What follows belongs to an exercise in optimizing a design on an open flow for small area and a short achievable clock period; a production flow would make more cautious choices.
The RTL was checked by simulation tests, not by an equivalence proof against the original design.
No activity file was given, so power comes from the tool's default toggle rates.

### design/flow/flow/run.sh
#!/bin/bash
set -euo pipefail
bash standard.sh SETUP_SLACK_MARGIN=6.5 finish > flow_make.log 2>&1
### design/flow/standard.sh
#!/bin/bash
# synth_recipe.tcl (not shown) runs the flow's synth.tcl, then flattens the netlist and writes it again
# the make line also repeats each setting of config.mk as NAME=value (left out here)
make -C /OpenROAD-flow-scripts/flow DESIGN_CONFIG=/design/flow/config.mk WORK_HOME=/design/flow/orfs CLKGATE_MAP_FILE= SYNTH_SCRIPT=/design/flow/synth_recipe.tcl "${@:-finish}"
### design/flow/config.mk
export PLATFORM = sky130hd
export DESIGN_NAME = mac_top
export DESIGN_NICKNAME = mac_top
export VERILOG_FILES = /design/flow/design.v
export SDC_FILE = /design/flow/constraint.sdc
export NUM_CORES = 4
export LEC_CHECK = 0
export CAP_MARGIN = 20
export CORE_MARGIN = 2
export CORE_UTILIZATION = 40
export SETUP_SLACK_MARGIN = 5
export SLEW_MARGIN = 20
### design/flow/constraint.sdc
create_clock -name core_clock -period 10.0 [get_ports {clk}]
set_input_delay 2.0000 -clock core_clock [delete_from_list [all_inputs] [get_ports {clk}]]
set_output_delay 2.0000 -clock core_clock [all_outputs]
set_load 0.01 [all_outputs]
### design/flow/design.v
`timescale 1ns/1ps
package mac_pkg;
   typedef enum logic [1:0] {
      MAC_LOAD  = 2'd0,    
      MAC_ACC   = 2'd1,    
      MAC_SUB   = 2'd2,    
      MAC_CLEAR = 2'd3     
   } mac_op_e;
   typedef struct packed {
      logic    valid;      
      mac_op_e op;         
   } mac_issue_t;
endpackage
`timescale 1ns/1ps
module mac_ctrl (
   input  logic             clk,
   input  logic             rst_n,
   input  logic             activate_mac,   
   input  mac_pkg::mac_op_e op,
   output logic             kill,           
   output logic             sub,            
   output logic             keep_q,         
   output logic             valid_q         
);
   logic             act_q;      
   logic             act_qq;     
   mac_pkg::mac_op_e op_q;
   logic             req;
   always_ff @(posedge clk or negedge rst_n) begin
      if (!rst_n) begin
         act_q  <= 1'b0;
         act_qq <= 1'b0;
      end else begin
         act_q  <= activate_mac;
         act_qq <= act_q;
      end
   end
   always_ff @(posedge clk) begin
      op_q <= op;
   end
   assign req  = act_q ^ act_qq;
   assign kill = ~req | (op_q == mac_pkg::MAC_CLEAR);
   assign sub  = (op_q == mac_pkg::MAC_SUB);
   always_ff @(posedge clk or negedge rst_n) begin
      if (!rst_n) begin
         keep_q  <= 1'b1;
         valid_q <= 1'b0;
      end else begin
         keep_q  <= ~req | (op_q == mac_pkg::MAC_ACC) | (op_q == mac_pkg::MAC_SUB);
         valid_q <= req;
      end
   end
endmodule
`timescale 1ns/1ps
module mac_mult_stage #(
   parameter int A_WIDTH = 18,
   parameter int B_WIDTH = 18,
   parameter int P_WIDTH = 48
) (
   input  logic                      clk,
   input  logic                      rst_n,
   input  logic signed [A_WIDTH-1:0] a,         
   input  logic signed [B_WIDTH-1:0] b,         
   input  logic                      kill,      
   input  logic                      sub,       
   output logic        [P_WIDTH-1:0] row0,
   output logic        [P_WIDTH-1:0] row1
);
   logic [8:0] one, two, neg;
   logic [B_WIDTH:0] bx;
   logic [A_WIDTH:0] ax;
   assign bx = {b, 1'b0};
   assign ax = {a[A_WIDTH-1], a};
   for (genvar i = 0; i < 9; i++) begin : g_enc
      assign one[i] = (bx[2*i+1] ^ bx[2*i]) & ~kill;
      assign two[i] = ((bx[2*i+2] & ~bx[2*i+1] & ~bx[2*i]) |
                       (~bx[2*i+2] & bx[2*i+1] & bx[2*i])) & ~kill;
      assign neg[i] = (bx[2*i+2] ^ sub) & ~kill;
   end
   logic pp0_0, pp0_1, pp0_2, pp0_3, pp0_4, pp0_5, pp0_6, pp0_7, pp0_8, pp0_9, pp0_10, pp0_11;
   logic pp0_12, pp0_13, pp0_14, pp0_15, pp0_16, pp0_17, pp0_18, pp1_0, pp1_1, pp1_2, pp1_3, pp1_4;
   logic pp1_5, pp1_6, pp1_7, pp1_8, pp1_9, pp1_10, pp1_11, pp1_12, pp1_13, pp1_14, pp1_15, pp1_16;
   logic pp1_17, pp1_18, pp2_0, pp2_1, pp2_2, pp2_3, pp2_4, pp2_5, pp2_6, pp2_7, pp2_8, pp2_9;
   logic pp2_10, pp2_11, pp2_12, pp2_13, pp2_14, pp2_15, pp2_16, pp2_17, pp2_18, pp3_0, pp3_1, pp3_2;
   logic pp3_3, pp3_4, pp3_5, pp3_6, pp3_7, pp3_8, pp3_9, pp3_10, pp3_11, pp3_12, pp3_13, pp3_14;
   logic pp3_15, pp3_16, pp3_17, pp3_18, pp4_0, pp4_1, pp4_2, pp4_3, pp4_4, pp4_5, pp4_6, pp4_7;
   logic pp4_8, pp4_9, pp4_10, pp4_11, pp4_12, pp4_13, pp4_14, pp4_15, pp4_16, pp4_17, pp4_18, pp5_0;
   logic pp5_1, pp5_2, pp5_3, pp5_4, pp5_5, pp5_6, pp5_7, pp5_8, pp5_9, pp5_10, pp5_11, pp5_12;
   logic pp5_13, pp5_14, pp5_15, pp5_16, pp5_17, pp5_18, pp6_0, pp6_1, pp6_2, pp6_3, pp6_4, pp6_5;
   logic pp6_6, pp6_7, pp6_8, pp6_9, pp6_10, pp6_11, pp6_12, pp6_13, pp6_14, pp6_15, pp6_16, pp6_17;
   logic pp6_18, pp7_0, pp7_1, pp7_2, pp7_3, pp7_4, pp7_5, pp7_6, pp7_7, pp7_8, pp7_9, pp7_10;
   logic pp7_11, pp7_12, pp7_13, pp7_14, pp7_15, pp7_16, pp7_17, pp7_18, pp8_0, pp8_1, pp8_2, pp8_3;
   logic pp8_4, pp8_5, pp8_6, pp8_7, pp8_8, pp8_9, pp8_10, pp8_11, pp8_12, pp8_13, pp8_14, pp8_15;
   logic pp8_16, pp8_17, pp8_18;
   assign pp0_0 = (ax[0] & one[0]) ^ neg[0];
   assign pp0_1 = ((ax[1] & one[0]) | (ax[0] & two[0])) ^ neg[0];
   assign pp0_2 = ((ax[2] & one[0]) | (ax[1] & two[0])) ^ neg[0];
   assign pp0_3 = ((ax[3] & one[0]) | (ax[2] & two[0])) ^ neg[0];
   assign pp0_4 = ((ax[4] & one[0]) | (ax[3] & two[0])) ^ neg[0];
   assign pp0_5 = ((ax[5] & one[0]) | (ax[4] & two[0])) ^ neg[0];
   assign pp0_6 = ((ax[6] & one[0]) | (ax[5] & two[0])) ^ neg[0];
   assign pp0_7 = ((ax[7] & one[0]) | (ax[6] & two[0])) ^ neg[0];
   assign pp0_8 = ((ax[8] & one[0]) | (ax[7] & two[0])) ^ neg[0];
   assign pp0_9 = ((ax[9] & one[0]) | (ax[8] & two[0])) ^ neg[0];
   assign pp0_10 = ((ax[10] & one[0]) | (ax[9] & two[0])) ^ neg[0];
   assign pp0_11 = ((ax[11] & one[0]) | (ax[10] & two[0])) ^ neg[0];
   assign pp0_12 = ((ax[12] & one[0]) | (ax[11] & two[0])) ^ neg[0];
   assign pp0_13 = ((ax[13] & one[0]) | (ax[12] & two[0])) ^ neg[0];
   assign pp0_14 = ((ax[14] & one[0]) | (ax[13] & two[0])) ^ neg[0];
   assign pp0_15 = ((ax[15] & one[0]) | (ax[14] & two[0])) ^ neg[0];
   assign pp0_16 = ((ax[16] & one[0]) | (ax[15] & two[0])) ^ neg[0];
   assign pp0_17 = ((ax[17] & one[0]) | (ax[16] & two[0])) ^ neg[0];
   assign pp0_18 = ((ax[18] & one[0]) | (ax[17] & two[0])) ^ neg[0];
   assign pp1_0 = (ax[0] & one[1]) ^ neg[1];
   assign pp1_1 = ((ax[1] & one[1]) | (ax[0] & two[1])) ^ neg[1];
   assign pp1_2 = ((ax[2] & one[1]) | (ax[1] & two[1])) ^ neg[1];
   assign pp1_3 = ((ax[3] & one[1]) | (ax[2] & two[1])) ^ neg[1];
   assign pp1_4 = ((ax[4] & one[1]) | (ax[3] & two[1])) ^ neg[1];
   assign pp1_5 = ((ax[5] & one[1]) | (ax[4] & two[1])) ^ neg[1];
   assign pp1_6 = ((ax[6] & one[1]) | (ax[5] & two[1])) ^ neg[1];
   assign pp1_7 = ((ax[7] & one[1]) | (ax[6] & two[1])) ^ neg[1];
   assign pp1_8 = ((ax[8] & one[1]) | (ax[7] & two[1])) ^ neg[1];
   assign pp1_9 = ((ax[9] & one[1]) | (ax[8] & two[1])) ^ neg[1];
   assign pp1_10 = ((ax[10] & one[1]) | (ax[9] & two[1])) ^ neg[1];
   assign pp1_11 = ((ax[11] & one[1]) | (ax[10] & two[1])) ^ neg[1];
   assign pp1_12 = ((ax[12] & one[1]) | (ax[11] & two[1])) ^ neg[1];
   assign pp1_13 = ((ax[13] & one[1]) | (ax[12] & two[1])) ^ neg[1];
   assign pp1_14 = ((ax[14] & one[1]) | (ax[13] & two[1])) ^ neg[1];
   assign pp1_15 = ((ax[15] & one[1]) | (ax[14] & two[1])) ^ neg[1];
   assign pp1_16 = ((ax[16] & one[1]) | (ax[15] & two[1])) ^ neg[1];
   assign pp1_17 = ((ax[17] & one[1]) | (ax[16] & two[1])) ^ neg[1];
   assign pp1_18 = ((ax[18] & one[1]) | (ax[17] & two[1])) ^ neg[1];
   assign pp2_0 = (ax[0] & one[2]) ^ neg[2];
   assign pp2_1 = ((ax[1] & one[2]) | (ax[0] & two[2])) ^ neg[2];
   assign pp2_2 = ((ax[2] & one[2]) | (ax[1] & two[2])) ^ neg[2];
   assign pp2_3 = ((ax[3] & one[2]) | (ax[2] & two[2])) ^ neg[2];
   assign pp2_4 = ((ax[4] & one[2]) | (ax[3] & two[2])) ^ neg[2];
   assign pp2_5 = ((ax[5] & one[2]) | (ax[4] & two[2])) ^ neg[2];
   assign pp2_6 = ((ax[6] & one[2]) | (ax[5] & two[2])) ^ neg[2];
   assign pp2_7 = ((ax[7] & one[2]) | (ax[6] & two[2])) ^ neg[2];
   assign pp2_8 = ((ax[8] & one[2]) | (ax[7] & two[2])) ^ neg[2];
   assign pp2_9 = ((ax[9] & one[2]) | (ax[8] & two[2])) ^ neg[2];
   assign pp2_10 = ((ax[10] & one[2]) | (ax[9] & two[2])) ^ neg[2];
   assign pp2_11 = ((ax[11] & one[2]) | (ax[10] & two[2])) ^ neg[2];
   assign pp2_12 = ((ax[12] & one[2]) | (ax[11] & two[2])) ^ neg[2];
   assign pp2_13 = ((ax[13] & one[2]) | (ax[12] & two[2])) ^ neg[2];
   assign pp2_14 = ((ax[14] & one[2]) | (ax[13] & two[2])) ^ neg[2];
   assign pp2_15 = ((ax[15] & one[2]) | (ax[14] & two[2])) ^ neg[2];
   assign pp2_16 = ((ax[16] & one[2]) | (ax[15] & two[2])) ^ neg[2];
   assign pp2_17 = ((ax[17] & one[2]) | (ax[16] & two[2])) ^ neg[2];
   assign pp2_18 = ((ax[18] & one[2]) | (ax[17] & two[2])) ^ neg[2];
   assign pp3_0 = (ax[0] & one[3]) ^ neg[3];
   assign pp3_1 = ((ax[1] & one[3]) | (ax[0] & two[3])) ^ neg[3];
   assign pp3_2 = ((ax[2] & one[3]) | (ax[1] & two[3])) ^ neg[3];
   assign pp3_3 = ((ax[3] & one[3]) | (ax[2] & two[3])) ^ neg[3];
   assign pp3_4 = ((ax[4] & one[3]) | (ax[3] & two[3])) ^ neg[3];
   assign pp3_5 = ((ax[5] & one[3]) | (ax[4] & two[3])) ^ neg[3];
   assign pp3_6 = ((ax[6] & one[3]) | (ax[5] & two[3])) ^ neg[3];
   assign pp3_7 = ((ax[7] & one[3]) | (ax[6] & two[3])) ^ neg[3];
   assign pp3_8 = ((ax[8] & one[3]) | (ax[7] & two[3])) ^ neg[3];
   assign pp3_9 = ((ax[9] & one[3]) | (ax[8] & two[3])) ^ neg[3];
   assign pp3_10 = ((ax[10] & one[3]) | (ax[9] & two[3])) ^ neg[3];
   assign pp3_11 = ((ax[11] & one[3]) | (ax[10] & two[3])) ^ neg[3];
   assign pp3_12 = ((ax[12] & one[3]) | (ax[11] & two[3])) ^ neg[3];
   assign pp3_13 = ((ax[13] & one[3]) | (ax[12] & two[3])) ^ neg[3];
   assign pp3_14 = ((ax[14] & one[3]) | (ax[13] & two[3])) ^ neg[3];
   assign pp3_15 = ((ax[15] & one[3]) | (ax[14] & two[3])) ^ neg[3];
   assign pp3_16 = ((ax[16] & one[3]) | (ax[15] & two[3])) ^ neg[3];
   assign pp3_17 = ((ax[17] & one[3]) | (ax[16] & two[3])) ^ neg[3];
   assign pp3_18 = ((ax[18] & one[3]) | (ax[17] & two[3])) ^ neg[3];
   assign pp4_0 = (ax[0] & one[4]) ^ neg[4];
   assign pp4_1 = ((ax[1] & one[4]) | (ax[0] & two[4])) ^ neg[4];
   assign pp4_2 = ((ax[2] & one[4]) | (ax[1] & two[4])) ^ neg[4];
   assign pp4_3 = ((ax[3] & one[4]) | (ax[2] & two[4])) ^ neg[4];
   assign pp4_4 = ((ax[4] & one[4]) | (ax[3] & two[4])) ^ neg[4];
   assign pp4_5 = ((ax[5] & one[4]) | (ax[4] & two[4])) ^ neg[4];
   assign pp4_6 = ((ax[6] & one[4]) | (ax[5] & two[4])) ^ neg[4];
   assign pp4_7 = ((ax[7] & one[4]) | (ax[6] & two[4])) ^ neg[4];
   assign pp4_8 = ((ax[8] & one[4]) | (ax[7] & two[4])) ^ neg[4];
   assign pp4_9 = ((ax[9] & one[4]) | (ax[8] & two[4])) ^ neg[4];
   assign pp4_10 = ((ax[10] & one[4]) | (ax[9] & two[4])) ^ neg[4];
   assign pp4_11 = ((ax[11] & one[4]) | (ax[10] & two[4])) ^ neg[4];
   assign pp4_12 = ((ax[12] & one[4]) | (ax[11] & two[4])) ^ neg[4];
   assign pp4_13 = ((ax[13] & one[4]) | (ax[12] & two[4])) ^ neg[4];
   assign pp4_14 = ((ax[14] & one[4]) | (ax[13] & two[4])) ^ neg[4];
   assign pp4_15 = ((ax[15] & one[4]) | (ax[14] & two[4])) ^ neg[4];
   assign pp4_16 = ((ax[16] & one[4]) | (ax[15] & two[4])) ^ neg[4];
   assign pp4_17 = ((ax[17] & one[4]) | (ax[16] & two[4])) ^ neg[4];
   assign pp4_18 = ((ax[18] & one[4]) | (ax[17] & two[4])) ^ neg[4];
   assign pp5_0 = (ax[0] & one[5]) ^ neg[5];
   assign pp5_1 = ((ax[1] & one[5]) | (ax[0] & two[5])) ^ neg[5];
   assign pp5_2 = ((ax[2] & one[5]) | (ax[1] & two[5])) ^ neg[5];
   assign pp5_3 = ((ax[3] & one[5]) | (ax[2] & two[5])) ^ neg[5];
   assign pp5_4 = ((ax[4] & one[5]) | (ax[3] & two[5])) ^ neg[5];
   assign pp5_5 = ((ax[5] & one[5]) | (ax[4] & two[5])) ^ neg[5];
   assign pp5_6 = ((ax[6] & one[5]) | (ax[5] & two[5])) ^ neg[5];
   assign pp5_7 = ((ax[7] & one[5]) | (ax[6] & two[5])) ^ neg[5];
   assign pp5_8 = ((ax[8] & one[5]) | (ax[7] & two[5])) ^ neg[5];
   assign pp5_9 = ((ax[9] & one[5]) | (ax[8] & two[5])) ^ neg[5];
   assign pp5_10 = ((ax[10] & one[5]) | (ax[9] & two[5])) ^ neg[5];
   assign pp5_11 = ((ax[11] & one[5]) | (ax[10] & two[5])) ^ neg[5];
   assign pp5_12 = ((ax[12] & one[5]) | (ax[11] & two[5])) ^ neg[5];
   assign pp5_13 = ((ax[13] & one[5]) | (ax[12] & two[5])) ^ neg[5];
   assign pp5_14 = ((ax[14] & one[5]) | (ax[13] & two[5])) ^ neg[5];
   assign pp5_15 = ((ax[15] & one[5]) | (ax[14] & two[5])) ^ neg[5];
   assign pp5_16 = ((ax[16] & one[5]) | (ax[15] & two[5])) ^ neg[5];
   assign pp5_17 = ((ax[17] & one[5]) | (ax[16] & two[5])) ^ neg[5];
   assign pp5_18 = ((ax[18] & one[5]) | (ax[17] & two[5])) ^ neg[5];
   assign pp6_0 = (ax[0] & one[6]) ^ neg[6];
   assign pp6_1 = ((ax[1] & one[6]) | (ax[0] & two[6])) ^ neg[6];
   assign pp6_2 = ((ax[2] & one[6]) | (ax[1] & two[6])) ^ neg[6];
   assign pp6_3 = ((ax[3] & one[6]) | (ax[2] & two[6])) ^ neg[6];
   assign pp6_4 = ((ax[4] & one[6]) | (ax[3] & two[6])) ^ neg[6];
   assign pp6_5 = ((ax[5] & one[6]) | (ax[4] & two[6])) ^ neg[6];
   assign pp6_6 = ((ax[6] & one[6]) | (ax[5] & two[6])) ^ neg[6];
   assign pp6_7 = ((ax[7] & one[6]) | (ax[6] & two[6])) ^ neg[6];
   assign pp6_8 = ((ax[8] & one[6]) | (ax[7] & two[6])) ^ neg[6];
   assign pp6_9 = ((ax[9] & one[6]) | (ax[8] & two[6])) ^ neg[6];
   assign pp6_10 = ((ax[10] & one[6]) | (ax[9] & two[6])) ^ neg[6];
   assign pp6_11 = ((ax[11] & one[6]) | (ax[10] & two[6])) ^ neg[6];
   assign pp6_12 = ((ax[12] & one[6]) | (ax[11] & two[6])) ^ neg[6];
   assign pp6_13 = ((ax[13] & one[6]) | (ax[12] & two[6])) ^ neg[6];
   assign pp6_14 = ((ax[14] & one[6]) | (ax[13] & two[6])) ^ neg[6];
   assign pp6_15 = ((ax[15] & one[6]) | (ax[14] & two[6])) ^ neg[6];
   assign pp6_16 = ((ax[16] & one[6]) | (ax[15] & two[6])) ^ neg[6];
   assign pp6_17 = ((ax[17] & one[6]) | (ax[16] & two[6])) ^ neg[6];
   assign pp6_18 = ((ax[18] & one[6]) | (ax[17] & two[6])) ^ neg[6];
   assign pp7_0 = (ax[0] & one[7]) ^ neg[7];
   assign pp7_1 = ((ax[1] & one[7]) | (ax[0] & two[7])) ^ neg[7];
   assign pp7_2 = ((ax[2] & one[7]) | (ax[1] & two[7])) ^ neg[7];
   assign pp7_3 = ((ax[3] & one[7]) | (ax[2] & two[7])) ^ neg[7];
   assign pp7_4 = ((ax[4] & one[7]) | (ax[3] & two[7])) ^ neg[7];
   assign pp7_5 = ((ax[5] & one[7]) | (ax[4] & two[7])) ^ neg[7];
   assign pp7_6 = ((ax[6] & one[7]) | (ax[5] & two[7])) ^ neg[7];
   assign pp7_7 = ((ax[7] & one[7]) | (ax[6] & two[7])) ^ neg[7];
   assign pp7_8 = ((ax[8] & one[7]) | (ax[7] & two[7])) ^ neg[7];
   assign pp7_9 = ((ax[9] & one[7]) | (ax[8] & two[7])) ^ neg[7];
   assign pp7_10 = ((ax[10] & one[7]) | (ax[9] & two[7])) ^ neg[7];
   assign pp7_11 = ((ax[11] & one[7]) | (ax[10] & two[7])) ^ neg[7];
   assign pp7_12 = ((ax[12] & one[7]) | (ax[11] & two[7])) ^ neg[7];
   assign pp7_13 = ((ax[13] & one[7]) | (ax[12] & two[7])) ^ neg[7];
   assign pp7_14 = ((ax[14] & one[7]) | (ax[13] & two[7])) ^ neg[7];
   assign pp7_15 = ((ax[15] & one[7]) | (ax[14] & two[7])) ^ neg[7];
   assign pp7_16 = ((ax[16] & one[7]) | (ax[15] & two[7])) ^ neg[7];
   assign pp7_17 = ((ax[17] & one[7]) | (ax[16] & two[7])) ^ neg[7];
   assign pp7_18 = ((ax[18] & one[7]) | (ax[17] & two[7])) ^ neg[7];
   assign pp8_0 = (ax[0] & one[8]) ^ neg[8];
   assign pp8_1 = ((ax[1] & one[8]) | (ax[0] & two[8])) ^ neg[8];
   assign pp8_2 = ((ax[2] & one[8]) | (ax[1] & two[8])) ^ neg[8];
   assign pp8_3 = ((ax[3] & one[8]) | (ax[2] & two[8])) ^ neg[8];
   assign pp8_4 = ((ax[4] & one[8]) | (ax[3] & two[8])) ^ neg[8];
   assign pp8_5 = ((ax[5] & one[8]) | (ax[4] & two[8])) ^ neg[8];
   assign pp8_6 = ((ax[6] & one[8]) | (ax[5] & two[8])) ^ neg[8];
   assign pp8_7 = ((ax[7] & one[8]) | (ax[6] & two[8])) ^ neg[8];
   assign pp8_8 = ((ax[8] & one[8]) | (ax[7] & two[8])) ^ neg[8];
   assign pp8_9 = ((ax[9] & one[8]) | (ax[8] & two[8])) ^ neg[8];
   assign pp8_10 = ((ax[10] & one[8]) | (ax[9] & two[8])) ^ neg[8];
   assign pp8_11 = ((ax[11] & one[8]) | (ax[10] & two[8])) ^ neg[8];
   assign pp8_12 = ((ax[12] & one[8]) | (ax[11] & two[8])) ^ neg[8];
   assign pp8_13 = ((ax[13] & one[8]) | (ax[12] & two[8])) ^ neg[8];
   assign pp8_14 = ((ax[14] & one[8]) | (ax[13] & two[8])) ^ neg[8];
   assign pp8_15 = ((ax[15] & one[8]) | (ax[14] & two[8])) ^ neg[8];
   assign pp8_16 = ((ax[16] & one[8]) | (ax[15] & two[8])) ^ neg[8];
   assign pp8_17 = ((ax[17] & one[8]) | (ax[16] & two[8])) ^ neg[8];
   assign pp8_18 = ((ax[18] & one[8]) | (ax[17] & two[8])) ^ neg[8];
   logic s1, c2, s3, c4, s5, c6, s7, c8, s9, c10, s11, c12;
   logic s13, c14, s15, c16, s17, c18, s19, c20, s21, c22, s23, c24;
   logic s25, c26, s27, c28, s29, c30, s31, c32, s33, c34, s35, c36;
   logic s37, c38, s39, c40, s41, c42, s43, c44, s45, c46, s47, c48;
   logic s49, c50, s51, c52, s53, c54, s55, c56, s57, c58, s59, c60;
   logic s61, c62, s63, c64, s65, c66, s67, c68, s69, c70, s71, c72;
   logic s73, c74, s75, c76, s77, c78, s79, c80, s81, c82, s83, c84;
   logic s85, c86, s87, c88, s89, c90, s91, c92, s93, c94, s95, c96;
   logic s97, c98, s99, c100, s101, c102, s103, c104, s105, c106, s107, c108;
   logic s109, c110, s111, c112, s113, c114, s115, c116, s117, c118, s119, c120;
   logic s121, c122, s123, c124, s125, c126, s127, c128, s129, c130, s131, c132;
   logic s133, c134, s135, c136, s137, c138, s139, c140, s141, c142, s143, c144;
   logic s145, c146, s147, c148, s149, c150, s151, c152, s153, c154, s155, c156;
   logic s157, c158, s159, c160, s161, c162, s163, c164, s165, c166, s167, c168;
   logic s169, c170, s171, c172, s173, c174, s175, c176, s177, c178, s179, c180;
   logic s181, c182, s183, c184, s185, c186, s187, c188, s189, c190, s191, c192;
   logic s193, c194, s195, c196, s197, c198, s199, c200, s201, c202, s203, c204;
   logic s205, c206, s207, c208, s209, c210, s211, c212, s213, c214, s215, c216;
   logic s217, c218, s219, c220, s221, c222, s223, c224, s225, c226, s227, c228;
   logic s229, c230, s231, c232, s233, c234, s235, c236, s237, c238, s239, c240;
   logic s241, c242, s243, c244, s245, c246, s247, c248, s249, c250, s251, c252;
   logic s253, c254, s255, c256, s257, c258, s259, c260, s261, c262, s263, c264;
   logic s265, c266, s267, c268, s269, c270, s271, c272, s273, c274, s275, c276;
   logic s277, c278, s279, c280, s281, c282, s283, c284, s285, c286, s287, c288;
   assign s1 = neg[1] ^ pp0_2;
   assign c2 = neg[1] & pp0_2;
   assign s3 = pp0_3 ^ pp1_1;
   assign c4 = pp0_3 & pp1_1;
   assign s5 = neg[2] ^ pp0_4 ^ pp1_2;
   assign c6 = (neg[2] & pp0_4) | (neg[2] & pp1_2) | (pp0_4 & pp1_2);
   assign s7 = pp2_0 ^ c4;
   assign c8 = pp2_0 & c4;
   assign s9 = pp0_5 ^ pp1_3 ^ pp2_1;
   assign c10 = (pp0_5 & pp1_3) | (pp0_5 & pp2_1) | (pp1_3 & pp2_1);
   assign s11 = c6 ^ s9;
   assign c12 = c6 & s9;
   assign s13 = neg[3] ^ pp0_6 ^ pp1_4;
   assign c14 = (neg[3] & pp0_6) | (neg[3] & pp1_4) | (pp0_6 & pp1_4);
   assign s15 = pp2_2 ^ pp3_0 ^ c10;
   assign c16 = (pp2_2 & pp3_0) | (pp2_2 & c10) | (pp3_0 & c10);
   assign s17 = s13 ^ c12;
   assign c18 = s13 & c12;
   assign s19 = pp0_7 ^ pp1_5 ^ pp2_3;
   assign c20 = (pp0_7 & pp1_5) | (pp0_7 & pp2_3) | (pp1_5 & pp2_3);
   assign s21 = pp3_1 ^ c14 ^ s19;
   assign c22 = (pp3_1 & c14) | (pp3_1 & s19) | (c14 & s19);
   assign s23 = c16 ^ s21;
   assign c24 = c16 & s21;
   assign s25 = neg[4] ^ pp0_8 ^ pp1_6;
   assign c26 = (neg[4] & pp0_8) | (neg[4] & pp1_6) | (pp0_8 & pp1_6);
   assign s27 = pp2_4 ^ pp3_2 ^ pp4_0;
   assign c28 = (pp2_4 & pp3_2) | (pp2_4 & pp4_0) | (pp3_2 & pp4_0);
   assign s29 = c20 ^ s25 ^ s27;
   assign c30 = (c20 & s25) | (c20 & s27) | (s25 & s27);
   assign s31 = c22 ^ s29;
   assign c32 = c22 & s29;
   assign s33 = pp0_9 ^ pp1_7 ^ pp2_5;
   assign c34 = (pp0_9 & pp1_7) | (pp0_9 & pp2_5) | (pp1_7 & pp2_5);
   assign s35 = pp3_3 ^ pp4_1 ^ c26;
   assign c36 = (pp3_3 & pp4_1) | (pp3_3 & c26) | (pp4_1 & c26);
   assign s37 = c28 ^ s33 ^ s35;
   assign c38 = (c28 & s33) | (c28 & s35) | (s33 & s35);
   assign s39 = c30 ^ c32;
   assign c40 = c30 & c32;
   assign s41 = neg[5] ^ pp0_10 ^ pp1_8;
   assign c42 = (neg[5] & pp0_10) | (neg[5] & pp1_8) | (pp0_10 & pp1_8);
   assign s43 = pp2_6 ^ pp3_4 ^ pp4_2;
   assign c44 = (pp2_6 & pp3_4) | (pp2_6 & pp4_2) | (pp3_4 & pp4_2);
   assign s45 = pp5_0 ^ c34 ^ s41;
   assign c46 = (pp5_0 & c34) | (pp5_0 & s41) | (c34 & s41);
   assign s47 = s43 ^ c36 ^ s45;
   assign c48 = (s43 & c36) | (s43 & s45) | (c36 & s45);
   assign s49 = c38 ^ s47;
   assign c50 = c38 & s47;
   assign s51 = pp0_11 ^ pp1_9 ^ pp2_7;
   assign c52 = (pp0_11 & pp1_9) | (pp0_11 & pp2_7) | (pp1_9 & pp2_7);
   assign s53 = pp3_5 ^ pp4_3 ^ pp5_1;
   assign c54 = (pp3_5 & pp4_3) | (pp3_5 & pp5_1) | (pp4_3 & pp5_1);
   assign s55 = c42 ^ c44 ^ s51;
   assign c56 = (c42 & c44) | (c42 & s51) | (c44 & s51);
   assign s57 = s53 ^ c46 ^ s55;
   assign c58 = (s53 & c46) | (s53 & s55) | (c46 & s55);
   assign s59 = c48 ^ s57;
   assign c60 = c48 & s57;
   assign s61 = neg[6] ^ pp0_12 ^ pp1_10;
   assign c62 = (neg[6] & pp0_12) | (neg[6] & pp1_10) | (pp0_12 & pp1_10);
   assign s63 = pp2_8 ^ pp3_6 ^ pp4_4;
   assign c64 = (pp2_8 & pp3_6) | (pp2_8 & pp4_4) | (pp3_6 & pp4_4);
   assign s65 = pp5_2 ^ pp6_0 ^ c52;
   assign c66 = (pp5_2 & pp6_0) | (pp5_2 & c52) | (pp6_0 & c52);
   assign s67 = c54 ^ s61 ^ s63;
   assign c68 = (c54 & s61) | (c54 & s63) | (s61 & s63);
   assign s69 = s65 ^ c56 ^ s67;
   assign c70 = (s65 & c56) | (s65 & s67) | (c56 & s67);
   assign s71 = c58 ^ s69;
   assign c72 = c58 & s69;
   assign s73 = pp0_13 ^ pp1_11 ^ pp2_9;
   assign c74 = (pp0_13 & pp1_11) | (pp0_13 & pp2_9) | (pp1_11 & pp2_9);
   assign s75 = pp3_7 ^ pp4_5 ^ pp5_3;
   assign c76 = (pp3_7 & pp4_5) | (pp3_7 & pp5_3) | (pp4_5 & pp5_3);
   assign s77 = pp6_1 ^ c62 ^ c64;
   assign c78 = (pp6_1 & c62) | (pp6_1 & c64) | (c62 & c64);
   assign s79 = s73 ^ s75 ^ c66;
   assign c80 = (s73 & s75) | (s73 & c66) | (s75 & c66);
   assign s81 = s77 ^ c68 ^ s79;
   assign c82 = (s77 & c68) | (s77 & s79) | (c68 & s79);
   assign s83 = c70 ^ c72;
   assign c84 = c70 & c72;
   assign s85 = neg[7] ^ pp0_14 ^ pp1_12;
   assign c86 = (neg[7] & pp0_14) | (neg[7] & pp1_12) | (pp0_14 & pp1_12);
   assign s87 = pp2_10 ^ pp3_8 ^ pp4_6;
   assign c88 = (pp2_10 & pp3_8) | (pp2_10 & pp4_6) | (pp3_8 & pp4_6);
   assign s89 = pp5_4 ^ pp6_2 ^ pp7_0;
   assign c90 = (pp5_4 & pp6_2) | (pp5_4 & pp7_0) | (pp6_2 & pp7_0);
   assign s91 = c74 ^ c76 ^ s85;
   assign c92 = (c74 & c76) | (c74 & s85) | (c76 & s85);
   assign s93 = s87 ^ s89 ^ c78;
   assign c94 = (s87 & s89) | (s87 & c78) | (s89 & c78);
   assign s95 = s91 ^ c80 ^ s93;
   assign c96 = (s91 & c80) | (s91 & s93) | (c80 & s93);
   assign s97 = c82 ^ s95;
   assign c98 = c82 & s95;
   assign s99 = pp0_15 ^ pp1_13 ^ pp2_11;
   assign c100 = (pp0_15 & pp1_13) | (pp0_15 & pp2_11) | (pp1_13 & pp2_11);
   assign s101 = pp3_9 ^ pp4_7 ^ pp5_5;
   assign c102 = (pp3_9 & pp4_7) | (pp3_9 & pp5_5) | (pp4_7 & pp5_5);
   assign s103 = pp6_3 ^ pp7_1 ^ c86;
   assign c104 = (pp6_3 & pp7_1) | (pp6_3 & c86) | (pp7_1 & c86);
   assign s105 = c88 ^ c90 ^ s99;
   assign c106 = (c88 & c90) | (c88 & s99) | (c90 & s99);
   assign s107 = s101 ^ s103 ^ c92;
   assign c108 = (s101 & s103) | (s101 & c92) | (s103 & c92);
   assign s109 = s105 ^ c94 ^ s107;
   assign c110 = (s105 & c94) | (s105 & s107) | (c94 & s107);
   assign s111 = c96 ^ s109;
   assign c112 = c96 & s109;
   assign s113 = neg[8] ^ pp0_16 ^ pp1_14;
   assign c114 = (neg[8] & pp0_16) | (neg[8] & pp1_14) | (pp0_16 & pp1_14);
   assign s115 = pp2_12 ^ pp3_10 ^ pp4_8;
   assign c116 = (pp2_12 & pp3_10) | (pp2_12 & pp4_8) | (pp3_10 & pp4_8);
   assign s117 = pp5_6 ^ pp6_4 ^ pp7_2;
   assign c118 = (pp5_6 & pp6_4) | (pp5_6 & pp7_2) | (pp6_4 & pp7_2);
   assign s119 = pp8_0 ^ c100 ^ c102;
   assign c120 = (pp8_0 & c100) | (pp8_0 & c102) | (c100 & c102);
   assign s121 = s113 ^ s115 ^ s117;
   assign c122 = (s113 & s115) | (s113 & s117) | (s115 & s117);
   assign s123 = c104 ^ s119 ^ c106;
   assign c124 = (c104 & s119) | (c104 & c106) | (s119 & c106);
   assign s125 = s121 ^ c108 ^ s123;
   assign c126 = (s121 & c108) | (s121 & s123) | (c108 & s123);
   assign s127 = c110 ^ s125;
   assign c128 = c110 & s125;
   assign s129 = pp0_17 ^ pp1_15 ^ pp2_13;
   assign c130 = (pp0_17 & pp1_15) | (pp0_17 & pp2_13) | (pp1_15 & pp2_13);
   assign s131 = pp3_11 ^ pp4_9 ^ pp5_7;
   assign c132 = (pp3_11 & pp4_9) | (pp3_11 & pp5_7) | (pp4_9 & pp5_7);
   assign s133 = pp6_5 ^ pp7_3 ^ pp8_1;
   assign c134 = (pp6_5 & pp7_3) | (pp6_5 & pp8_1) | (pp7_3 & pp8_1);
   assign s135 = c114 ^ c116 ^ c118;
   assign c136 = (c114 & c116) | (c114 & c118) | (c116 & c118);
   assign s137 = s129 ^ s131 ^ s133;
   assign c138 = (s129 & s131) | (s129 & s133) | (s131 & s133);
   assign s139 = c120 ^ s135 ^ c122;
   assign c140 = (c120 & s135) | (c120 & c122) | (s135 & c122);
   assign s141 = s137 ^ c124 ^ s139;
   assign c142 = (s137 & c124) | (s137 & s139) | (c124 & s139);
   assign s143 = c126 ^ s141;
   assign c144 = c126 & s141;
   assign s145 = 1'b1 ^ ~pp0_18 ^ pp1_16;
   assign c146 = (1'b1 & ~pp0_18) | (1'b1 & pp1_16) | (~pp0_18 & pp1_16);
   assign s147 = pp2_14 ^ pp3_12 ^ pp4_10;
   assign c148 = (pp2_14 & pp3_12) | (pp2_14 & pp4_10) | (pp3_12 & pp4_10);
   assign s149 = pp5_8 ^ pp6_6 ^ pp7_4;
   assign c150 = (pp5_8 & pp6_6) | (pp5_8 & pp7_4) | (pp6_6 & pp7_4);
   assign s151 = pp8_2 ^ c130 ^ c132;
   assign c152 = (pp8_2 & c130) | (pp8_2 & c132) | (c130 & c132);
   assign s153 = c134 ^ s145 ^ s147;
   assign c154 = (c134 & s145) | (c134 & s147) | (s145 & s147);
   assign s155 = s149 ^ c136 ^ s151;
   assign c156 = (s149 & c136) | (s149 & s151) | (c136 & s151);
   assign s157 = c138 ^ s153 ^ c140;
   assign c158 = (c138 & s153) | (c138 & c140) | (s153 & c140);
   assign s159 = s155 ^ c142 ^ s157;
   assign c160 = (s155 & c142) | (s155 & s157) | (c142 & s157);
   assign s161 = 1'b1 ^ pp1_17 ^ pp2_15;
   assign c162 = (1'b1 & pp1_17) | (1'b1 & pp2_15) | (pp1_17 & pp2_15);
   assign s163 = pp3_13 ^ pp4_11 ^ pp5_9;
   assign c164 = (pp3_13 & pp4_11) | (pp3_13 & pp5_9) | (pp4_11 & pp5_9);
   assign s165 = pp6_7 ^ pp7_5 ^ pp8_3;
   assign c166 = (pp6_7 & pp7_5) | (pp6_7 & pp8_3) | (pp7_5 & pp8_3);
   assign s167 = c146 ^ c148 ^ c150;
   assign c168 = (c146 & c148) | (c146 & c150) | (c148 & c150);
   assign s169 = s161 ^ s163 ^ s165;
   assign c170 = (s161 & s163) | (s161 & s165) | (s163 & s165);
   assign s171 = c152 ^ s167 ^ c154;
   assign c172 = (c152 & s167) | (c152 & c154) | (s167 & c154);
   assign s173 = s169 ^ c156 ^ s171;
   assign c174 = (s169 & c156) | (s169 & s171) | (c156 & s171);
   assign s175 = c158 ^ s173;
   assign c176 = c158 & s173;
   assign s177 = ~pp1_18 ^ pp2_16 ^ pp3_14;
   assign c178 = (~pp1_18 & pp2_16) | (~pp1_18 & pp3_14) | (pp2_16 & pp3_14);
   assign s179 = pp4_12 ^ pp5_10 ^ pp6_8;
   assign c180 = (pp4_12 & pp5_10) | (pp4_12 & pp6_8) | (pp5_10 & pp6_8);
   assign s181 = pp7_6 ^ pp8_4 ^ c162;
   assign c182 = (pp7_6 & pp8_4) | (pp7_6 & c162) | (pp8_4 & c162);
   assign s183 = c164 ^ c166 ^ s177;
   assign c184 = (c164 & c166) | (c164 & s177) | (c166 & s177);
   assign s185 = s179 ^ c168 ^ s181;
   assign c186 = (s179 & c168) | (s179 & s181) | (c168 & s181);
   assign s187 = c170 ^ s183 ^ c172;
   assign c188 = (c170 & s183) | (c170 & c172) | (s183 & c172);
   assign s189 = s185 ^ c174 ^ s187;
   assign c190 = (s185 & c174) | (s185 & s187) | (c174 & s187);
   assign s191 = 1'b1 ^ pp2_17 ^ pp3_15;
   assign c192 = (1'b1 & pp2_17) | (1'b1 & pp3_15) | (pp2_17 & pp3_15);
   assign s193 = pp4_13 ^ pp5_11 ^ pp6_9;
   assign c194 = (pp4_13 & pp5_11) | (pp4_13 & pp6_9) | (pp5_11 & pp6_9);
   assign s195 = pp7_7 ^ pp8_5 ^ c178;
   assign c196 = (pp7_7 & pp8_5) | (pp7_7 & c178) | (pp8_5 & c178);
   assign s197 = c180 ^ s191 ^ s193;
   assign c198 = (c180 & s191) | (c180 & s193) | (s191 & s193);
   assign s199 = c182 ^ s195 ^ c184;
   assign c200 = (c182 & s195) | (c182 & c184) | (s195 & c184);
   assign s201 = s197 ^ c186 ^ s199;
   assign c202 = (s197 & c186) | (s197 & s199) | (c186 & s199);
   assign s203 = c188 ^ s201;
   assign c204 = c188 & s201;
   assign s205 = ~pp2_18 ^ pp3_16 ^ pp4_14;
   assign c206 = (~pp2_18 & pp3_16) | (~pp2_18 & pp4_14) | (pp3_16 & pp4_14);
   assign s207 = pp5_12 ^ pp6_10 ^ pp7_8;
   assign c208 = (pp5_12 & pp6_10) | (pp5_12 & pp7_8) | (pp6_10 & pp7_8);
   assign s209 = pp8_6 ^ c192 ^ c194;
   assign c210 = (pp8_6 & c192) | (pp8_6 & c194) | (c192 & c194);
   assign s211 = s205 ^ s207 ^ c196;
   assign c212 = (s205 & s207) | (s205 & c196) | (s207 & c196);
   assign s213 = s209 ^ c198 ^ s211;
   assign c214 = (s209 & c198) | (s209 & s211) | (c198 & s211);
   assign s215 = c200 ^ s213 ^ c202;
   assign c216 = (c200 & s213) | (c200 & c202) | (s213 & c202);
   assign s217 = 1'b1 ^ pp3_17 ^ pp4_15;
   assign c218 = (1'b1 & pp3_17) | (1'b1 & pp4_15) | (pp3_17 & pp4_15);
   assign s219 = pp5_13 ^ pp6_11 ^ pp7_9;
   assign c220 = (pp5_13 & pp6_11) | (pp5_13 & pp7_9) | (pp6_11 & pp7_9);
   assign s221 = pp8_7 ^ c206 ^ c208;
   assign c222 = (pp8_7 & c206) | (pp8_7 & c208) | (c206 & c208);
   assign s223 = s217 ^ s219 ^ c210;
   assign c224 = (s217 & s219) | (s217 & c210) | (s219 & c210);
   assign s225 = s221 ^ c212 ^ s223;
   assign c226 = (s221 & c212) | (s221 & s223) | (c212 & s223);
   assign s227 = c214 ^ s225;
   assign c228 = c214 & s225;
   assign s229 = ~pp3_18 ^ pp4_16 ^ pp5_14;
   assign c230 = (~pp3_18 & pp4_16) | (~pp3_18 & pp5_14) | (pp4_16 & pp5_14);
   assign s231 = pp6_12 ^ pp7_10 ^ pp8_8;
   assign c232 = (pp6_12 & pp7_10) | (pp6_12 & pp8_8) | (pp7_10 & pp8_8);
   assign s233 = c218 ^ c220 ^ s229;
   assign c234 = (c218 & c220) | (c218 & s229) | (c220 & s229);
   assign s235 = s231 ^ c222 ^ s233;
   assign c236 = (s231 & c222) | (s231 & s233) | (c222 & s233);
   assign s237 = c224 ^ s235 ^ c226;
   assign c238 = (c224 & s235) | (c224 & c226) | (s235 & c226);
   assign s239 = 1'b1 ^ pp4_17 ^ pp5_15;
   assign c240 = (1'b1 & pp4_17) | (1'b1 & pp5_15) | (pp4_17 & pp5_15);
   assign s241 = pp6_13 ^ pp7_11 ^ pp8_9;
   assign c242 = (pp6_13 & pp7_11) | (pp6_13 & pp8_9) | (pp7_11 & pp8_9);
   assign s243 = c230 ^ c232 ^ s239;
   assign c244 = (c230 & c232) | (c230 & s239) | (c232 & s239);
   assign s245 = s241 ^ c234 ^ s243;
   assign c246 = (s241 & c234) | (s241 & s243) | (c234 & s243);
   assign s247 = c236 ^ s245;
   assign c248 = c236 & s245;
   assign s249 = ~pp4_18 ^ pp5_16 ^ pp6_14;
   assign c250 = (~pp4_18 & pp5_16) | (~pp4_18 & pp6_14) | (pp5_16 & pp6_14);
   assign s251 = pp7_12 ^ pp8_10 ^ c240;
   assign c252 = (pp7_12 & pp8_10) | (pp7_12 & c240) | (pp8_10 & c240);
   assign s253 = c242 ^ s249 ^ s251;
   assign c254 = (c242 & s249) | (c242 & s251) | (s249 & s251);
   assign s255 = c244 ^ c246 ^ s253;
   assign c256 = (c244 & c246) | (c244 & s253) | (c246 & s253);
   assign s257 = 1'b1 ^ pp5_17 ^ pp6_15;
   assign c258 = (1'b1 & pp5_17) | (1'b1 & pp6_15) | (pp5_17 & pp6_15);
   assign s259 = pp7_13 ^ pp8_11 ^ c250;
   assign c260 = (pp7_13 & pp8_11) | (pp7_13 & c250) | (pp8_11 & c250);
   assign s261 = s257 ^ c252 ^ s259;
   assign c262 = (s257 & c252) | (s257 & s259) | (c252 & s259);
   assign s263 = c254 ^ s261;
   assign c264 = c254 & s261;
   assign s265 = ~pp5_18 ^ pp6_16 ^ pp7_14;
   assign c266 = (~pp5_18 & pp6_16) | (~pp5_18 & pp7_14) | (pp6_16 & pp7_14);
   assign s267 = pp8_12 ^ c258 ^ s265;
   assign c268 = (pp8_12 & c258) | (pp8_12 & s265) | (c258 & s265);
   assign s269 = c260 ^ s267 ^ c262;
   assign c270 = (c260 & s267) | (c260 & c262) | (s267 & c262);
   assign s271 = 1'b1 ^ pp6_17 ^ pp7_15;
   assign c272 = (1'b1 & pp6_17) | (1'b1 & pp7_15) | (pp6_17 & pp7_15);
   assign s273 = pp8_13 ^ c266 ^ s271;
   assign c274 = (pp8_13 & c266) | (pp8_13 & s271) | (c266 & s271);
   assign s275 = c268 ^ s273;
   assign c276 = c268 & s273;
   assign s277 = ~pp6_18 ^ pp7_16 ^ pp8_14;
   assign c278 = (~pp6_18 & pp7_16) | (~pp6_18 & pp8_14) | (pp7_16 & pp8_14);
   assign s279 = c272 ^ s277 ^ c274;
   assign c280 = (c272 & s277) | (c272 & c274) | (s277 & c274);
   assign s281 = 1'b1 ^ pp7_17 ^ pp8_15;
   assign c282 = (1'b1 & pp7_17) | (1'b1 & pp8_15) | (pp7_17 & pp8_15);
   assign s283 = c278 ^ s281;
   assign c284 = c278 & s281;
   assign s285 = ~pp7_18 ^ pp8_16 ^ c282;
   assign c286 = (~pp7_18 & pp8_16) | (~pp7_18 & c282) | (pp8_16 & c282);
   assign s287 = 1'b1 ^ pp8_17;
   assign c288 = 1'b1 & pp8_17;
   logic [34:0] r0_q;
   logic [33:0] r1_q;
   always_ff @(posedge clk or negedge rst_n) begin
      if (!rst_n) r0_q <= 35'b00000000000001000000000000000000000;
      else        r0_q <= {c288, c286, c284, c280, c276, c270, c264, c256, c248, c238, c228, c216, c204, c190, c176, c160, c144, c128, c112, c98, c84, s81, c60, c50, c40, s37, c24, c18, s15, c8, s5, c2, pp1_0, pp0_1, neg[0]};
   end
   always_ff @(posedge clk or negedge rst_n) begin
      if (!rst_n) r1_q <= 34'b1111111111111100000000000000000000;
      else        r1_q <= {~pp8_18, s287, s285, s283, s279, s275, s269, s263, s255, s247, s237, s227, s215, s203, s189, s175, s159, s143, s127, s111, s97, s83, s71, s59, s49, s39, s31, s23, s17, s11, s7, s3, s1, pp0_0};
   end
   assign row0 = {1'b1, 1'b1, 1'b1, 1'b1, 1'b1, 1'b1, 1'b1, 1'b1, 1'b1, 1'b1, 1'b1, 1'b1, 1'b1, r0_q[34], r0_q[33], r0_q[32], r0_q[31], r0_q[30], r0_q[29], r0_q[28], r0_q[27], r0_q[26], r0_q[25], r0_q[24], r0_q[23], r0_q[22], r0_q[21], r0_q[20], r0_q[19], r0_q[18], r0_q[17], r0_q[16], r0_q[15], r0_q[14], r0_q[13], r0_q[12], r0_q[11], r0_q[10], r0_q[9], r0_q[8], r0_q[7], r0_q[6], r0_q[5], r0_q[4], r0_q[3], r0_q[2], r0_q[1], r0_q[0]};
   assign row1 = {1'b0, 1'b0, 1'b0, 1'b0, 1'b0, 1'b0, 1'b0, 1'b0, 1'b0, 1'b0, 1'b0, 1'b0, 1'b0, r1_q[33], r1_q[32], r1_q[31], r1_q[30], r1_q[29], r1_q[28], r1_q[27], r1_q[26], r1_q[25], r1_q[24], r1_q[23], r1_q[22], r1_q[21], r1_q[20], r1_q[19], r1_q[18], r1_q[17], r1_q[16], r1_q[15], r1_q[14], r1_q[13], r1_q[12], r1_q[11], r1_q[10], r1_q[9], r1_q[8], r1_q[7], r1_q[6], r1_q[5], r1_q[4], r1_q[3], r1_q[2], r1_q[1], 1'b0, r1_q[0]};
endmodule
`timescale 1ns/1ps
module mac_accumulator #(
   parameter int P_WIDTH = 48
) (
   input  logic               clk,
   input  logic               rst_n,
   input  logic               keep,       
   input  logic               valid,      
   input  logic [P_WIDTH-1:0] row0,       
   input  logic [P_WIDTH-1:0] row1,
   output logic [P_WIDTH-1:0] data_p,
   output logic               p_valid
);
   logic [P_WIDTH-1:0] p_q;
   logic [P_WIDTH-1:0] x;
   logic [P_WIDTH-1:0] s;
   logic [P_WIDTH-1:0] c;
   logic [P_WIDTH-1:0] p_next;
   logic               valid_q;
   assign x = p_q & {P_WIDTH{keep}};
   assign s      = x ^ row0 ^ row1;
   assign c      = (x & row0) | (x & row1) | (row0 & row1);
   assign p_next = s + {c[P_WIDTH-2:0], 1'b0};
   always_ff @(posedge clk or negedge rst_n) begin
      if (!rst_n) begin
         p_q     <= '0;
         valid_q <= 1'b0;
      end else begin
         p_q     <= p_next;
         valid_q <= valid;
      end
   end
   assign data_p  = p_q;
   assign p_valid = valid_q;
endmodule
`timescale 1ns/1ps
module mac_top #(
   parameter int A_WIDTH = 18,    
   parameter int B_WIDTH = 18,    
   parameter int P_WIDTH = 48     
) (
   input  logic                      clk,
   input  logic                      rst_n,
   input  logic signed [A_WIDTH-1:0] data_a,
   input  logic signed [B_WIDTH-1:0] data_b,
   input  mac_pkg::mac_op_e          op,
   input  logic                      activate_mac,   
   output logic signed [P_WIDTH-1:0] data_p,
   output logic                      p_valid
);
   logic signed [A_WIDTH-1:0] a_q;
   logic signed [B_WIDTH-1:0] b_q;
   logic                      kill, sub, keep, valid;
   logic [P_WIDTH-1:0]        row0, row1;
   always_ff @(posedge clk) begin
      a_q <= data_a;
      b_q <= data_b;
   end
   mac_ctrl u_ctrl (
      .clk          (clk),
      .rst_n        (rst_n),
      .activate_mac (activate_mac),
      .op           (op),
      .kill         (kill),
      .sub          (sub),
      .keep_q       (keep),
      .valid_q      (valid)
   );
   mac_mult_stage #(
      .A_WIDTH (A_WIDTH),
      .B_WIDTH (B_WIDTH),
      .P_WIDTH (P_WIDTH)
   ) u_mult (
      .clk   (clk),
      .rst_n (rst_n),
      .a     (a_q),
      .b     (b_q),
      .kill  (kill),
      .sub   (sub),
      .row0  (row0),
      .row1  (row1)
   );
   mac_accumulator #(
      .P_WIDTH (P_WIDTH)
   ) u_acc (
      .clk     (clk),
      .rst_n   (rst_n),
      .keep    (keep),
      .valid   (valid),
      .row0    (row0),
      .row1    (row1),
      .data_p  (data_p),
      .p_valid (p_valid)
   );
endmodule
==> results of run 1 <==
-- power by group --
part,switching (uW),total [uW],internal [uW]
Sequential,151,1130,975
Combinational,3060,5710,2650
Clock,303,636,334
-- kinds of logic (layout without fill, tap and decap cells) --
logic type,after synthesis,count (layout),synth area share [%]
compound gates,317,317,15.57
buf+inv,314,518,8.510
simple gates,226,229,7.814
fa+ha+maj,225,225,27.25
xor+xnor,223,223,13.58
flops,160,160,26.66
mux,8,8,0.6091
-- layout make-up --
| cell class | instances | area share (%) |
|---|---|---|
| clock buffers | 18 | 2.270 |
| multi-input cells | 1002 | 55.61 |
| flip-flops and latches | 160 | 19.85 |
| well taps | 461 | 2.981 |
| inverters | 221 | 4.404 |
| clock inverters | 14 | 0.6209 |
| repair buffers | 265 | 14.27 |
-- per-stage QoR --
step | instances | cell area, sq um | utilization [%] | worst slack [ps] | hold WS, ps
CTS | 2088 | 18240 | 51.39 | 6027 | 345.7
floorplan | 1473 | 14760 | - | 6044 | 331.2
detailed placement | 1940 | 15790 | 44.51 | 5016 | 335.8
global placement | 1940 | 15790 | 44.51 | 5119 | 337.3
global route | 2141 | 19350 | 54.52 | 5857 | 363.9
finish | 2141 | 19350 | 54.52 | 5963 | 348.8
-- what timing repair did --
action,CTS,global route
gates cloned,7,4
endpoints found under the hold margin,0,0
setup buffers,109,49
endpoints found under the setup margin,83,64
pin swaps,73,128
hold buffers,0,0
gates resized for setup,168,160
-- synthesized netlist by cell type, drive strengths merged, types with 2 or more instances --
cell type | instances | area share [%]
nor4 | 2 | 0.13
a31oi | 9 | 0.60
dfstp | 16 | 2.9
nand2 | 74 | 1.9
nand2b | 9 | 0.39
nand4 | 8 | 0.44
xor2 | 75 | 4.6
mux2i | 2 | 0.14
clkbuf | 58 | 1.5
a21o | 21 | 1.1
fa | 147 | 20
or3b | 4 | 0.24
mux2 | 6 | 0.47
o21ai | 41 | 1.5
a22oi | 152 | 7.9
o21a | 6 | 0.37
dfxtp | 38 | 5.3
a211oi | 4 | 0.24
or2 | 2 | 0.087
a21boi | 2 | 0.10
dfrtp | 106 | 18
nand3b | 4 | 0.21
a31o | 3 | 0.18
a21oi | 62 | 2.2
nor2b | 9 | 0.39
buf | 35 | 1.2
nor2 | 55 | 1.5
o21bai | 4 | 0.21
and3 | 8 | 0.36
nor3 | 7 | 0.28
nand3 | 19 | 0.66
ha | 78 | 6.8
inv | 219 | 5.7
clkinv | 2 | 0.052
o31ai | 3 | 0.38
and2 | 21 | 0.91
o211ai | 4 | 0.28
xnor2 | 148 | 9.0
-- cells in the final DEF, fill, tap and decap left out, types with 8 or more instances in the layout --
master / Yosys / routed
nand2_1: 73 / 64
nor2_4: 0 / 20
a21o_1: 20 / 20
buf_12: 0 / 17
ha_1: 78 / 44
a21oi_2: 3 / 16
ha_2: 0 / 9
o21ai_0: 36 / 22
buf_6: 0 / 36
ha_4: 0 / 25
xnor2_2: 0 / 11
o21ai_2: 3 / 10
inv_2: 1 / 42
nor2b_1: 9 / 8
and2_1: 21 / 16
xnor2_1: 148 / 137
buf_4: 1 / 110
fa_1: 147 / 101
nor2_1: 50 / 29
fa_2: 0 / 46
clkdlybuf4s50_1: 0 / 88
xor2_1: 75 / 68
dfxtp_1: 38 / 34
inv_6: 0 / 8
nand3_1: 19 / 16
dfrtp_1: 106 / 105
clkbuf_16: 0 / 20
a22oi_2: 0 / 24
a22oi_1: 152 / 128
nand2b_1: 9 / 8
a21oi_1: 59 / 40
inv_1: 218 / 176
dfstp_2: 16 / 16
-- sequential cells by signal (all words and copies together), names as in the netlist --
name,cells
u_acc.p_q,48
u_mult.r0_q,35
u_mult.r1_q,34
a_q,18
b_q,18
u_ctrl.op_q,2
u_acc.valid_q,1
u_ctrl.act_q,1
u_ctrl.act_qq,1
u_ctrl.keep_q,1
u_ctrl.valid_q,1
-- critical path: cells and delay by family, from the launching register on --
kind / cells / cell delay [ps]
compound gates: 2 / 270
xor+xnor: 2 / 430
fa+ha+maj: 5 / 2060
buf+inv: 6 / 690
flops: 1 / 440
simple gates: 1 / 80
-- per-layer routing --
metal  track usage [%]  vias to the layer above
met1             30.36                     5585
li1                  -                     5202
met2             34.83                      462
met3             4.690                      106
met4             8.991                        0
met5                 0                        -
-- final timing paths --
check	start	end	slack, ps	cells past startpoint
worst max register to register	u_ctrl.act_q$_DFF_PN0_	u_mult.r1_q[14]$_DFF_PN0_	5960	16
worst min-delay path	u_ctrl.valid_q$_DFF_PN0_	u_acc.valid_q$_DFF_PN0_	350	0
min in group asynchronous	rst_n	u_acc.valid_q$_DFF_PN0_	1610	1
worst max-delay path	u_ctrl.act_q$_DFF_PN0_	u_mult.r1_q[14]$_DFF_PN0_	5960	16
worst min register to register	u_ctrl.valid_q$_DFF_PN0_	u_acc.valid_q$_DFF_PN0_	350	0
max in group asynchronous	rst_n	u_mult.r1_q[12]$_DFF_PN0_	7060	2
==> impl_metrics.py, run 1 <==
metrics = {
    "clock_tree": {
        "clock-root-buffer": "clkbuf_16",
        "cts_tree": "built",
        "cts_buffer_depth": 2,
        "clock_latency_ps": 450,
        "htree_levels": 4,
        "cts_made_buffers": 17,
        "clk_pin_slew_worst_paths_ps": 70,
        "cts.sinks": 160,
    },
    "sta": {
        "rsz0062_at_grt": "yes",
        "tns_ps": 0,
        "worstMarginPinSlew_ps": 1044,
        "skew_ps": 9.301,
        "hold_viol": 0,
        "period_share_pct": 40.37,
        "drv_slew": 0,
        "slew_headroom_pct": 30.33,
        "setup_viol_count_final": 0,
        "max_freq_mhz": 247.7,
        "fin_crit_ps": 4037,
    },
    "yosys": {
        "seq_area_frac_synth_pct": 26.66,
        "synth_warnings": 4,
        "syn_area_sq_um": 14380,
        "syn_avg_cell_area_sq_um": 9.762,
        "ys_seq_elements": 160,
        "syn-instance-count": 1473,
        "synthDistinctLibCells": 68,
        "synthFlopType": "dfrtp_1",
        "async_reset_ff_share_pct": 76.25,
        "synth_edf_count": 0,
        "syn_nets": 1739,
    },
    "routing": {
        "routed-wl-met2_mm": 19.69,
        "highest_layer": "met4",
        "dr_wl_met3_mm": 2.910,
        "via_count": 11360,
        "drtAntennaViolNets": 0,
        "drc": 0,
        "via_per_inst": 5.304,
        "first_pass_iters": 5,
        "post_drt_wl_per_cell_um": 19.99,
        "routed_wl_mm": 42.80,
        "wl_met1_mm": 18.83,
        "drt_iter0_markers": 820,
    },
    "critical_path": {
        "worst_path_max_delay_cell": "fa_1",
        "cp.arrival_ps": 4420,
        "crit_chain": "xor2_4, buf_6, nand2_8, buf_12, a21oi_4, buf_4, clkbuf_16, a22oi_1, xnor2_1, fa_2, fa_2, inv_2, fa_1, fa_1, inv_1, ha_2",
        "critPathCaptureType": "flip-flop",
        "path_class": "reg -> reg",
        "cp_max_fo": 6,
        "cp.required_ps": 10380,
        "slowest_delay_ps": 490,
        "start_kind": "flip-flop",
    },
    "die": {
        "die_w_um": 193.6,
        "fp.coreArea_sq_um": 35480,
        "design.die.area_sq_um": 37480,
        "io_pins": 90,
        "num_rows": 69,
        "start_util_pct": 40.52,
        "die_height_um": 193.6,
    },
    "global_route": {
        "antenna_found_initial": 0,
        "overflow": 0,
        "grt_use_total_pct": 22.34,
        "grt_max_degree": 66,
        "grt_pass1_vias": 11680,
        "grt_pass1_wl_mm": 65.38,
    },
    "layout": {
        "nets": 1933,
        "multiInputGateArea_sq_um": 10760,
        "post_route_cells_drive_above_1_share_pct": 31.49,
        "fillCellCount": 3038,
        "antenna_cells": 0,
        "area_growth_pct": 34.55,
        "seq_area_sq_um": 3840,
    },
    "outcome": {
        "status": "no timing/DRC/antenna violations",
    },
    "pwr": {
        "vdd_drop_max_mv": 0.1977,
        "power_leakage_uw": 0.008291,
        "p_per_area_nw_per_um2": 386.3,
        "finalPower_uw": 7473,
    },
    "place": {
        "place_congestion": 0.8671,
        "port_buffers": 89,
        "post-dp-hpwl_mm": 27.20,
    },
    "job": {
        "maxCapViolations": 0,
    },
    "hold_path": {
        "min_path_type": "reg -> reg",
    },
}
==> inputs of run 2 (changes only) <==
==> design/flow/run.sh (new file) <==
#!/bin/bash
# synth_recipe.tcl (not shown) runs the flow's synth.tcl, then flattens the netlist and writes it again
# the make line also repeats each setting of config.mk as NAME=value (left out here)
make -C /OpenROAD-flow-scripts/flow DESIGN_CONFIG=/design/flow/config.mk WORK_HOME=/design/flow/orfs CLKGATE_MAP_FILE= SYNTH_SCRIPT=/design/flow/synth_recipe.tcl finish
--- a/design/flow/config.mk
+++ b/design/flow/config.mk
@@ -8,5 +8,5 @@
 export CAP_MARGIN = 20
 export CORE_MARGIN = 2
-export CORE_UTILIZATION = 40
+export CORE_UTILIZATION = 60
 export SETUP_SLACK_MARGIN = 5
 export SLEW_MARGIN = 20
removed: design/flow/flow/run.sh
removed: design/flow/standard.sh
==> impl_metrics.py, run 2 <==
metrics = {
    "global_route": {
        "met1_usage_pct": 41.96,
        "busiest_layer": "met2",
        "grt_use_met3_pct": 5.799,
        "grt_max_degree": 64,
        "grt_pass1_wl_mm": 57.06,
        "grt_use_total_pct": 28.43,
        "grt_pass1_vias": 10700,
        "use_met2_pct": 43.11,
        "antenna_found_initial": 0,
        "overflow": 0,
    },
    "pwr": {
        "p_per_area_nw_per_um2": 377.2,
        "vdd_drop_max_mv": 0.1671,
        "power_leakage_uw": 0.007193,
    },
    "clock_tree": {
        "htree_levels": 4,
        "clock-root-buffer": "clkbuf_16",
        "cts_buffer_depth": 2,
        "cts_tree": "built",
        "hold_buffers": 0,
        "clk_pin_slew_worst_paths_ps": 70,
        "clock_latency_ps": 440,
        "cts.sinks": 160,
        "cts_made_buffers": 17,
    },
    "routing": {
        "first_pass_iters": 7,
        "drc": 0,
        "drt_iter0_markers": 1083,
        "routed_wl_mm": 34.40,
        "via_per_inst": 5.698,
        "post_drt_wl_per_cell_um": 18.71,
        "via_count": 10480,
        "drtAntennaViolNets": 0,
    },
    "sta": {
        "tns_ps": 0,
        "rsz0062_at_grt": "no",
        "worstMarginPinSlew_ps": 1045,
        "hold_viol": 0,
        "skew_ps": 14.82,
        "setup_viol_count_final": 0,
        "timing.hold.ws_ps": 359.8,
        "slew_headroom_pct": 30.21,
        "fin_crit_ps": 4752,
        "max_freq_mhz": 210.4,
        "drv_slew": 0,
        "period_share_pct": 47.52,
    },
    "place": {
        "place_congestion": 0.9216,
        "placed_cell_area_sq_um": 15430,
        "post-dp-hpwl_mm": 24.87,
        "port_buffers": 89,
    },
    "yosys": {
        "synth_top_family_by_area": "adder cells",
        "seq_area_frac_synth_pct": 26.66,
        "synthFlopType": "dfrtp_1",
        "syn_nets": 1739,
        "synth_top_cell_by_area": "fa_1",
        "ys_seq_elements": 160,
        "synthDistinctLibCells": 68,
        "synth_top_area_share_pct": 20.47,
        "synth_edf_count": 0,
        "syn-instance-count": 1473,
        "yosysMostFrequentCell": "inv_1",
        "synthAdderAreaFrac_pct": 27.25,
        "yosys.area_share.simple_pct": 7.814,
        "syn_avg_cell_area_sq_um": 9.762,
        "synth_area_leaders": "fa_1, dfrtp_1, xnor2_1",
        "synthMuxAreaShare_pct": 0.6091,
        "synth_warnings": 4,
        "synth_common_cells": "inv_1, a22oi_1, xnor2_1",
        "synth_xor_area_share_pct": 13.58,
        "async_reset_ff_share_pct": 76.25,
        "synth_compound_area_share_pct": 15.57,
        "syn_area_sq_um": 14380,
    },
    "layout": {
        "nets": 1773,
        "largest_register_ffs": 48,
        "post_route_cells_drive_above_1_share_pct": 8.026,
        "design_area_sq_um": 16070,
        "final_cell_mix": "inv_1, a22oi_1, xnor2_1",
        "fillCellCount": 1897,
        "regMostFlops": "u_acc.p_q",
        "largest_registers": "u_acc.p_q (48), u_mult.r0_q (35), u_mult.r1_q (34)",
        "area_growth_pct": 11.76,
        "final_common_cell": "inv_1",
        "antenna_cells": 0,
    },
    "critical_path": {
        "endpoint": "u_mult.r1_q[19]$_DFF_PN0_",
        "cp_max_fo": 27,
        "r2r_start": "u_ctrl.act_qq$_DFF_PN0_",
        "rrSetupSlack_ps": 5250,
        "critPathCaptureType": "flip-flop",
        "setup.worst_path.start": "u_ctrl.act_qq$_DFF_PN0_",
        "r2r_cells": 12,
        "r2r-end": "u_mult.r1_q[19]$_DFF_PN0_",
        "cp.required_ps": 10300,
        "cp.arrival_ps": 5050,
        "start_kind": "flip-flop",
        "path_class": "reg -> reg",
    },
    "die": {
        "start_util_pct": 61.26,
        "die_height_um": 158.8,
        "io_pins": 90,
        "fp.coreArea_sq_um": 23470,
        "num_rows": 56,
        "die_w_um": 158.8,
        "design.die.area_sq_um": 25220,
    },
    "job": {
        "maxCapViolations": 0,
    },
    "hold_path": {
        "min_path_cells": 0,
        "min_path_type": "reg -> reg",
    },
    "outcome": {
        "status": "no timing/DRC/antenna violations",
    },
}
run 2: cell counts after synthesis:
Identical to the previous run, type by type.
run 2: how the worst min path moves through the flow:
stage	to	start	slack (ps)
2_1_floorplan	u_acc.valid_q$_DFF_PN0_	u_ctrl.valid_q$_DFF_PN0_	330
3_3_place_gp	u_acc.valid_q$_DFF_PN0_	u_ctrl.valid_q$_DFF_PN0_	340
3_5_place_dp	u_acc.valid_q$_DFF_PN0_	u_ctrl.valid_q$_DFF_PN0_	340
4_1_cts	u_acc.valid_q$_DFF_PN0_	u_ctrl.valid_q$_DFF_PN0_	360
5_1_grt	u_acc.valid_q$_DFF_PN0_	u_ctrl.valid_q$_DFF_PN0_	370
6_report	u_acc.valid_q$_DFF_PN0_	u_ctrl.valid_q$_DFF_PN0_	360
run 2: logic make-up (layout without fill, tap and decap cells):
| family | Yosys count | count (layout) |
|---|---|---|
| buf+inv | 314 | 361 |
| xor+xnor | 223 | 223 |
| compound gates | 317 | 317 |
| mux | 8 | 8 |
| fa+ha+maj | 225 | 225 |
| simple gates | 226 | 226 |
| flops | 160 | 160 |
run 2: where the power goes:
group / internal (uW) / switching [uW] / total, uW
clock: 358 / 298 / 656
sequential: 975 / 156 / 1130
combinational: 1830 / 2440 / 4270
run 2: what timing repair did:
action                                 CTS  global route
cloned                                   0             0
buffers inserted                         0             0
resized for setup                        3             9
endpoints found under the hold margin    0             0
setup endpoints to repair               21            18
run 2: stage by stage:
stage / instances / worst slack, ps / utilization [%] / total power, uW
after floorplan: 1473 / 5751 / - / 4259
after global placement: 1807 / 4816 / 65.75 / 5258
after detailed placement: 1807 / 4655 / 65.75 / 5368
after CTS: 1839 / 5049 / 68.25 / 6077
after global routing: 1839 / 5015 / 68.46 / 6726
final: 1839 / 5248 / 68.46 / 6062
run 2: area by class of cell:
type | count | area [sq um] | area share, %
Timing Repair Buffer | 108 | 1031 | 6.416
Clock inverter | 14 | 142.6 | 0.8876
Clock buffer | 18 | 439.2 | 2.733
Multi-Input combinational cell | 999 | 9390 | 58.44
Tap cell | 319 | 399.1 | 2.484
Sequential cell | 160 | 3834 | 23.86
Inverter | 221 | 833.3 | 5.186
run 2: metal layers:
layer / routed length, um / vias up
li1: - / 4878
met1: 15670 / 5033
met2: 15130 / 503
met3: 2966 / 65
met4: 642 / 0
met5: 0 / -
run 2: critical path, stage by stage (launching register included):
cell and delay, ps:
dfrtp_1 380, xor2_1 380, nand2_4 360, a21oi_2 860, a22oi_1 190, xnor2_1 210, fa_1 430, fa_1 420
inv_1 70, fa_1 430, fa_1 370, inv_1 80, fa_1 410

## separate check: timing with driven ports
How much do the figures lean on ideal ports? The routed layouts below were timed once more, with nothing changed but the port constraints. Step 1 (the two cells are an assumption about what drives the block):
set clk [get_ports {clk}]
set_driving_cell -lib_cell sky130_fd_sc_hd__clkbuf_16 $clk
set_driving_cell -lib_cell sky130_fd_sc_hd__buf_2 [delete_from_list [all_inputs] $clk]
Step 2 times the ports against the registers' clock, not the clock port: input delays grow and output delays shrink by t, the midpoint of the rising clock arrivals with the driver on. Three values: ideal, step 1, step 2; two values: the first two.
run | shift t [ns] | setup WS [ns] | hold slack, ns | worst data-port slew with drivers (ns)
run 1 | 0.491 | 5.963 / 5.963 / 5.963 | 0.349 / 0.349 / 0.349 | 0.04
run 2 | 0.476 | 5.248 / 5.248 / 5.248 | 0.360 / 0.360 / 0.360 | 0.03
After both steps setup and hold are still met in every run listed.
